Context: an optimization exercise on an open-source flow, tuned for small area and few clock cycles per item. The choices shown serve that exercise and are no tape-out recipe.
Only simulation tests tie the RTL to the original design; equivalence was not proved.

==> design/flow/design.v <==
`default_nettype none
package pfcm_pkg;
	localparam int PIXEL_BITS_DEF = 16;
	localparam int FRAC_BITS_DEF  = 8;
	localparam int PIX_W      = 16;
	localparam int CH_W       = 8;
	localparam int DEPTH_W    = 5;
	localparam int MODE_W     = 2;
	localparam int CFG_IDX_W  = 1;
	localparam int CFG_DATA_W = 5;
	localparam logic [CFG_IDX_W-1:0] REG_BIT_DEPTH  = 1'b0;
	localparam logic [CFG_IDX_W-1:0] REG_COLOR_MODE = 1'b1;
	localparam logic [MODE_W-1:0] MODE_GREY = 2'd0;
	localparam logic [MODE_W-1:0] MODE_SAT  = 2'd1;
	localparam logic [MODE_W-1:0] MODE_HEAT = 2'd2;
	localparam logic [DEPTH_W-1:0] DEPTH_RESET = 5'd8;
	localparam int CH_RED   = 0;
	localparam int CH_GREEN = 1;
	localparam int CH_BLUE  = 2;
	typedef logic [CH_W-1:0] chan_t;
	typedef logic signed [CH_W:0] delta_t;
endpackage
`default_nettype wire
`default_nettype none
module pfcm_chan #(
	parameter int FRAC_BITS = pfcm_pkg::FRAC_BITS_DEF
) (
	input  wire [pfcm_pkg::CH_W-1:0]  lo,
	input  wire signed [pfcm_pkg::CH_W:0] delta,
	input  wire [FRAC_BITS:0]     frac,
	output logic [pfcm_pkg::CH_W-1:0] value
);
	localparam int PRW = pfcm_pkg::CH_W + FRAC_BITS + 3;
	logic signed [PRW-1:0] d_ext;
	logic signed [PRW-1:0] f_ext;
	logic signed [PRW-1:0] prod;
	logic signed [PRW-1:0] half;
	logic signed [PRW-1:0] sum;
	logic signed [PRW-1:0] q;
	logic signed [PRW-1:0] res;
	always_comb begin
		d_ext = PRW'(delta);
		f_ext = $signed(PRW'(frac));
		half  = $signed(PRW'(1) << (FRAC_BITS - 1));
		prod  = d_ext * f_ext;
		sum   = prod + half;
		q     = sum >>> FRAC_BITS;
		res   = q + $signed(PRW'(lo));
		value = res[pfcm_pkg::CH_W-1:0];
	end
endmodule
`default_nettype wire
`default_nettype none
import pfcm_pkg::*;
module pixel_false_color_mapper #(
	parameter int PIXEL_BITS = pfcm_pkg::PIXEL_BITS_DEF,
	parameter int FRAC_BITS  = pfcm_pkg::FRAC_BITS_DEF
) (
	input  wire                              clk,
	input  wire                              arst_n,
	input  wire                              cfg_valid,
	output logic                             cfg_ready,
	input  wire [pfcm_pkg::CFG_IDX_W-1:0]    cfg_index,
	input  wire [pfcm_pkg::CFG_DATA_W-1:0]   cfg_data,
	input  wire                              s_axis_tvalid,
	output logic                             s_axis_tready,
	input  wire [pfcm_pkg::PIX_W-1:0]        s_axis_tdata,    
	output logic                             m_axis_tvalid,
	input  wire                              m_axis_tready,
	output logic [3*pfcm_pkg::CH_W-1:0]      m_axis_tdata     
);
	localparam int PW   = PIXEL_BITS;
	localparam int DW   = $clog2(PW + 1);
	localparam int XW   = PW + FRAC_BITS + 4;
	localparam int SHW  = $clog2(XW + 1);
	localparam int NDBL = $clog2(XW);
	localparam int HDBL = NDBL / 2;
	localparam int SAW  = DW + NDBL;
	localparam int UW   = FRAC_BITS + 4;
	localparam int GW   = XW + 9;
	function automatic logic [3*CH_W-1:0] heat_rgb(input logic [3:0] idx);
		case (idx)
			4'd0: heat_rgb = {8'd0,   8'd0,   8'd0};
			4'd1: heat_rgb = {8'd140, 8'd50,  8'd47};
			4'd2: heat_rgb = {8'd255, 8'd196, 8'd0};
			4'd3: heat_rgb = {8'd34,  8'd190, 8'd90};
			4'd4: heat_rgb = {8'd0,   8'd225, 8'd255};
			4'd5: heat_rgb = {8'd11,  8'd140, 8'd240};
			4'd6: heat_rgb = {8'd0,   8'd0,   8'd255};
			4'd7: heat_rgb = {8'd142, 8'd19,  8'd236};
			4'd8: heat_rgb = {8'd255, 8'd255, 8'd255};
			default: heat_rgb = '0;
		endcase
	endfunction
	logic [DEPTH_W-1:0] bit_depth_q;
	logic [MODE_W-1:0]  color_mode_q;
	assign cfg_ready = 1'b1;
	always_ff @(posedge clk or negedge arst_n) begin
		if (!arst_n) begin
			bit_depth_q  <= DEPTH_RESET;
			color_mode_q <= MODE_GREY;
		end else if (cfg_valid && cfg_ready) begin
			case (cfg_index)
				REG_BIT_DEPTH:  bit_depth_q  <= cfg_data[DEPTH_W-1:0];
				REG_COLOR_MODE: color_mode_q <= cfg_data[MODE_W-1:0];
				default: ;
			endcase
		end
	end
	logic v_s1, v_s2, v_s3, v_s4, v_s5;
	logic rdy1, rdy2, rdy3, rdy4, rdy5;
	assign rdy5 = !v_s5 || m_axis_tready;
	assign rdy4 = !v_s4 || rdy5;
	assign rdy3 = !v_s3 || rdy4;
	assign rdy2 = !v_s2 || rdy3;
	assign rdy1 = !v_s1 || rdy2;
	assign s_axis_tready = rdy1;
	always_ff @(posedge clk or negedge arst_n) begin
		if (!arst_n) begin
			v_s1 <= 1'b0;
			v_s2 <= 1'b0;
			v_s3 <= 1'b0;
			v_s4 <= 1'b0;
			v_s5 <= 1'b0;
		end else begin
			if (rdy1) v_s1 <= s_axis_tvalid;
			if (rdy2) v_s2 <= v_s1;
			if (rdy3) v_s3 <= v_s2;
			if (rdy4) v_s4 <= v_s3;
			if (rdy5) v_s5 <= v_s4;
		end
	end
	logic [DW-1:0] d_eff;
	logic [PW-1:0] maxv;
	logic [PW-1:0] p_cl;
	logic          sat;
	always_comb begin
		if (bit_depth_q == '0)
			d_eff = DW'(1);
		else if (bit_depth_q > DEPTH_W'(PW))
			d_eff = DW'(PW);
		else
			d_eff = bit_depth_q[DW-1:0];
		maxv = {PW{1'b1}} >> (DW'(PW) - d_eff);
		p_cl = (s_axis_tdata > PIX_W'(maxv)) ? maxv : s_axis_tdata[PW-1:0];
		sat  = (p_cl >= maxv - PW'(1));
	end
	logic [PW-1:0] p_s1;
	logic [DW-1:0] d_s1;
	logic          heat_s1, red_s1;
	always_ff @(posedge clk) begin
		if (rdy1) begin
			p_s1    <= p_cl;
			d_s1    <= d_eff;
			heat_s1 <= (color_mode_q == MODE_HEAT);
			red_s1  <= (color_mode_q == MODE_SAT) && sat;
		end
	end
	logic [XW-1:0] y_a;
	always_comb begin
		y_a = XW'(p_s1) << (SHW'(XW) - SHW'(d_s1));
		for (int k = 0; k < HDBL; k++)
			y_a = y_a | (y_a >> (SAW'(d_s1) << k));
	end
	logic [XW-1:0] y_s2;
	logic [DW-1:0] d_s2;
	logic          heat_s2, red_s2;
	always_ff @(posedge clk) begin
		if (rdy2) begin
			y_s2    <= y_a;
			d_s2    <= d_s1;
			heat_s2 <= heat_s1;
			red_s2  <= red_s1;
		end
	end
	logic [XW-1:0] y_b;
	always_comb begin
		y_b = y_s2;
		for (int k = HDBL; k < NDBL; k++)
			y_b = y_b | (y_b >> (SAW'(d_s2) << k));
	end
	logic [XW-1:0] x_s3;
	logic          heat_s3, red_s3;
	always_ff @(posedge clk) begin
		if (rdy3) begin
			x_s3    <= y_b;
			heat_s3 <= heat_s2;
			red_s3  <= red_s2;
		end
	end
	logic [GW-1:0]        gv;
	logic [UW-1:0]        xh;
	logic [UW:0]          xh1;
	logic [UW-1:0]        u;
	logic [UW-1:0]        um1;
	logic [2:0]           seg;
	logic [UW-1:0]        f_full;
	logic [3*CH_W-1:0]    lo_rgb;
	logic [3*CH_W-1:0]    hi_rgb;
	logic [CH_W-1:0]                lo_c [0:2];
	logic [CH_W-1:0]                hi_c [0:2];
	logic signed [CH_W:0]               dl_c [0:2];
	always_comb begin
		gv     = (GW'(x_s3) << 8) - GW'(x_s3) + (GW'(1) << (XW - 1));
		xh     = x_s3[XW-1 -: UW];
		xh1    = {1'b0, xh} + (UW + 1)'(1);
		u      = xh1[UW:1];
		um1    = u - UW'(1);
		seg    = (u == '0) ? 3'd0 : um1[FRAC_BITS+2:FRAC_BITS];
		f_full = u - (UW'(seg) << FRAC_BITS);
		lo_rgb = heat_rgb({1'b0, seg});
		hi_rgb = heat_rgb({1'b0, seg} + 4'd1);
		for (int c = 0; c < 3; c++) begin
			lo_c[c] = lo_rgb[c*CH_W +: CH_W];
			hi_c[c] = hi_rgb[c*CH_W +: CH_W];
			dl_c[c] = $signed({1'b0, hi_c[c]}) - $signed({1'b0, lo_c[c]});
		end
	end
	logic [CH_W-1:0]              grey_s4;
	logic [CH_W-1:0]              lo_s4 [0:2];
	logic signed [CH_W:0]             dl_s4 [0:2];
	logic [FRAC_BITS:0] fr_s4;
	logic               heat_s4, red_s4;
	always_ff @(posedge clk) begin
		if (rdy4) begin
			grey_s4 <= gv[XW+CH_W-1:XW];
			fr_s4   <= f_full[FRAC_BITS:0];
			heat_s4 <= heat_s3;
			red_s4  <= red_s3;
			for (int c = 0; c < 3; c++) begin
				lo_s4[c] <= lo_c[c];
				dl_s4[c] <= dl_c[c];
			end
		end
	end
	logic [CH_W-1:0] hv [0:2];
	for (genvar c = 0; c < 3; c++) begin : g_chan
		pfcm_chan #(
			.FRAC_BITS (FRAC_BITS)
		) u_chan (
			.lo    (lo_s4[c]),
			.delta (dl_s4[c]),
			.frac  (fr_s4),
			.value (hv[c])
		);
	end
	logic [3*CH_W-1:0] rgb_n;
	logic [3*CH_W-1:0] rgb_s5;
	always_comb begin
		if (heat_s4)
			rgb_n = {hv[CH_BLUE], hv[CH_GREEN], hv[CH_RED]};
		else if (red_s4)
			rgb_n = {CH_W'(0), CH_W'(0), {CH_W{1'b1}}};
		else
			rgb_n = {grey_s4, grey_s4, grey_s4};
	end
	always_ff @(posedge clk) begin
		if (rdy5)
			rgb_s5 <= rgb_n;
	end
	assign m_axis_tvalid = v_s5;
	assign m_axis_tdata  = rgb_s5;
endmodule
`default_nettype wire
==> design/flow/run.sh <==
#!/bin/bash
# synth_recipe.tcl (not shown) runs the flow's synth.tcl, then flattens the netlist and writes it again
# the make line also repeats each setting of config.mk as NAME=value (left out here)
make -C /OpenROAD-flow-scripts/flow DESIGN_CONFIG=/design/flow/config.mk WORK_HOME=/design/flow/orfs CLKGATE_MAP_FILE= SYNTH_SCRIPT=/design/flow/synth_recipe.tcl finish
==> design/flow/config.mk <==
export PLATFORM = sky130hd
export DESIGN_NAME = pixel_false_color_mapper
export DESIGN_NICKNAME = pixel_false_color_mapper
export VERILOG_FILES = /design/flow/design.v
export SDC_FILE = /design/flow/constraint.sdc
export NUM_CORES = 4
export LEC_CHECK = 0
export CAP_MARGIN = 20
export CORE_MARGIN = 2
export CORE_UTILIZATION = 40
export SLEW_MARGIN = 20
==> design/flow/constraint.sdc <==
create_clock -name core_clock -period 8.0 [get_ports {clk}]
set_input_delay 1.6000 -clock core_clock [delete_from_list [all_inputs] [get_ports {clk}]]
set_output_delay 1.6000 -clock core_clock [all_outputs]
set_load 0.01 [all_outputs]
==> summary.txt <==
## synthesized netlist by cell type (19+ instances only)
| cell | count |
|---|---|
| nand2_1 | 266 |
| a21o_1 | 60 |
| o211ai_1 | 25 |
| ha_1 | 242 |
| edfxtp_1 | 178 |
| o21ai_0 | 81 |
| inv_1 | 303 |
| xor2_1 | 34 |
| a22o_1 | 19 |
| mux2i_1 | 55 |
| nand2b_1 | 52 |
| and2_1 | 62 |
| mux4_2 | 22 |
| fa_1 | 156 |
| a21oi_1 | 136 |
| nor2_1 | 146 |
| clkbuf_1 | 99 |
| nor3_1 | 22 |
| nand3_1 | 29 |
| a22oi_1 | 19 |
| mux2_2 | 45 |
| xnor2_1 | 66 |
## registers in the layout, indices dropped and copies added (netlist names), 2 cells and up
signal and cells:
p_s1 16, lo_s4 21, d_s2 5, bit_depth_q 5, color_mode_q 2, x_s3 28, y_s2 28, dl_s4 26
grey_s4 8, d_s1 5, fr_s4 9, rgb_s5 24
## layout make-up
cell class,instances,share of cell area (%)
Multi-Input combinational cell,1822,62.78
Inverter,308,4.700
Timing Repair Buffer,87,3.266
Tap cell,756,3.846
Sequential cell,190,22.96
Clock buffer,18,1.745
Clock inverter,14,0.7121
## per-layer routing
metal,vias to the layer above,routed length [µm],global-route usage (%)
met5,-,0,0
met4,0,1719,7.716
met3,118,3618,3.512
met2,609,29020,34.72
met1,8778,27680,29.27
li1,8473,-,-
## worst min path at each step
stage            start      end  slack [ps]
2_1_floorplan  heat_s1  heat_s2         400
3_3_place_gp    red_s3   red_s4         400
3_5_place_dp   heat_s3  heat_s4         410
4_1_cts        heat_s3  heat_s4         430
5_1_grt        heat_s3  heat_s4         430
6_report        red_s1   red_s2         430
## worst register-to-register path: cells and delay by family, from the launching register on
kind | cells | cell delay (ps)
adders and majority gates | 7 | 3100
buffers and inverters | 6 | 590
DFF | 1 | 740
AOI/OAI and AO/OA | 9 | 1730
and+or+nand+nor | 1 | 90
xor gates and xnor gates | 3 | 420
## kinds of logic after synthesis
family | count (synthesis) | share of synthesized area [%]
buffers and inverters | 434 | 7.348
adders and majority gates | 398 | 27.04
and+or+nand+nor | 659 | 13.54
muxes | 123 | 6.875
xor gates and xnor gates | 106 | 4.279
other | 1 | 0.01648
DFF | 190 | 24.82
AOI/OAI and AO/OA | 535 | 16.08
## metrics by stage
step | worst slack [ps] | std cells | utilization, %
2_1_floorplan | 858.4 | 2446 | -
3_5_place_dp | 1122 | 3162 | 42.58
5_1_grt | 600.8 | 3195 | 43.71
4_1_cts | 1092 | 3194 | 43.65
6_report | 1089 | 3195 | 43.71
3_3_place_gp | 1256 | 3162 | 42.58
==> summary.txt <==
storage element area -> 5647 µm²
# DRC -> 0
fin nets -> 2851
r2r setup slk -> 1090 ps
layout cell share with drive strength beyond 1 -> 6.970%
H-tree depth -> 4
hold path depth -> 0
Worst Setup SP -> fr_s4[4]
final antenna-violating net count -> 0
ys async rst share -> 6.316%
First-pass DRT Iterations -> 5
largest net degree at the start of global routing -> 68
count of pins over their slew limit -> 0
Least-Margin Pin Slew -> 1006 ps
routed wire length -> 62.04 mm
Min Hold Slack -> 425.4 ps
# IOs -> 54
P&R area growth vs syn -> 8.123%
number of synthesized flops with an enable pin -> 178
CORE AREA -> 56280 µm²
Worst-Skew Late Latency -> 490 ps
# Post-CTS Setup Buffers -> 0
Final min period -> 6911 ps
initial antenna violation count -> 0
Vias/cell -> 5.627
Vert. Die Dim -> 242.5 µm
WP depth -> 26
Initial Util -> 40.42%
Tcrit/Tclk final -> 86.38%
Hold WC Path Type -> reg2reg
Setup TNS Final -> 0 ps
CTS tree -> done
CTS root buf -> clkbuf_16
Synth top area share -> 23.50%
Syn Inst Count -> 2446
Synth area leaders -> edfxtp_1 (23%), fa_1 (14%), ha_1 (13%)
Antenna Cells -> 0
clk slew on worst S/H paths -> 70 ps
commonest non-fill, non-tap cell in the layout -> inv_1
Multi-input gate area -> 15440 µm²
IO buf count -> 52
Fillers -> 5438
Synthesis Warnings -> 13
crit path launch type -> flip-flop
syn nets -> 2871
Post-DP Area -> 23960 µm²
syn avg cell area -> 9.301 µm²
global-route wire length before repair -> 101.2 mm
design area -> 24600 µm²
crit path to -> rgb_s5[23]
Synth area leader -> edfxtp_1
Rows -> 87
global-route usage over all layers -> 21.56%
TritonCTS Buffers -> 17
Critical Path Max Stage Delay -> 740 ps
RSZ-0062 raised after global routing -> no
CP Buf/Inv Count -> 6
fmax -> 144.7 MHz
Clock Tree Buf Depth -> 2
post-CTS resize count -> 0
crit-path max FO -> 16
First DRT Iteration DRCs -> 1412
sequential share of the synthesized area -> 24.82%
crit path kind -> reg2reg
crit end category -> flip-flop
per-cell routed wire length -> 19.42 µm
Vias -> 17978
Remaining Overflow, GRT -> 0
Slew headroom -> 32.93%
Post-DP HPWL -> 48.27 mm
CP Data Arrival Time -> 7150 ps
Synth Cell Area -> 22750 µm²
Worst path slowest cell -> edfxtp_1
Fin. Hold Viols -> 0
Final setup violation count -> 0
CP top delay family -> adder cells
Synth cell types -> 95
RR Endpoint -> rgb_s5[23]
register bit total from synthesis -> 190
r2r startpoint -> fr_s4[4]
Die W -> 242.5 µm
# hold bufs at CTS -> 0
routability cong. -> 0.9630
most used flip-flop cell after synthesis -> edfxtp_1
CTS sink cnt -> 190
Max-Cap Viols -> 0
DIE AREA -> 58800 µm²
Worst Path Required -> 8240 ps
status -> timing/DRC/antenna clean
Max Clock Skew -> 12.93 ps
leading cell types in the layout, fill and taps excluded -> inv_1 (302), nand2_1 (265), ha_1 (242)
R2R cell count -> 26
vias in the first global route -> 18435
Testbench counts, summed over its fixed seeds: cycles 16,110, items 16,000.

-- re-timing with driven ports --
In the flow no input, the clock included, has a driving cell. The finished layout below was timed again as built, in two steps. Step 1, drivers: a clkbuf_16 drives clk and a buf_2 each remaining input, both assumed. Step 2 adds t to the input delays and takes it off the output delays; t is the mean of the earliest and latest rising clock arrival at the registers after step 1. Input paths then give back, and output paths get back, about the clock's delay inside the block. Slacks: ideal / step 1 / step 2; pairs: ideal / step 1.
t, ns: 0.542
setup WS [ns]: 1.089 / 1.089 / 1.089
slew at the worst register clock pin (ns): 0.08 / 0.08
worst slew at a driven data input, ns: 0.04
After both steps setup and hold are still met in this run. For this run, drivers alone change the setup slack by 0.000 ns; drivers and shift together by 0.000 ns.
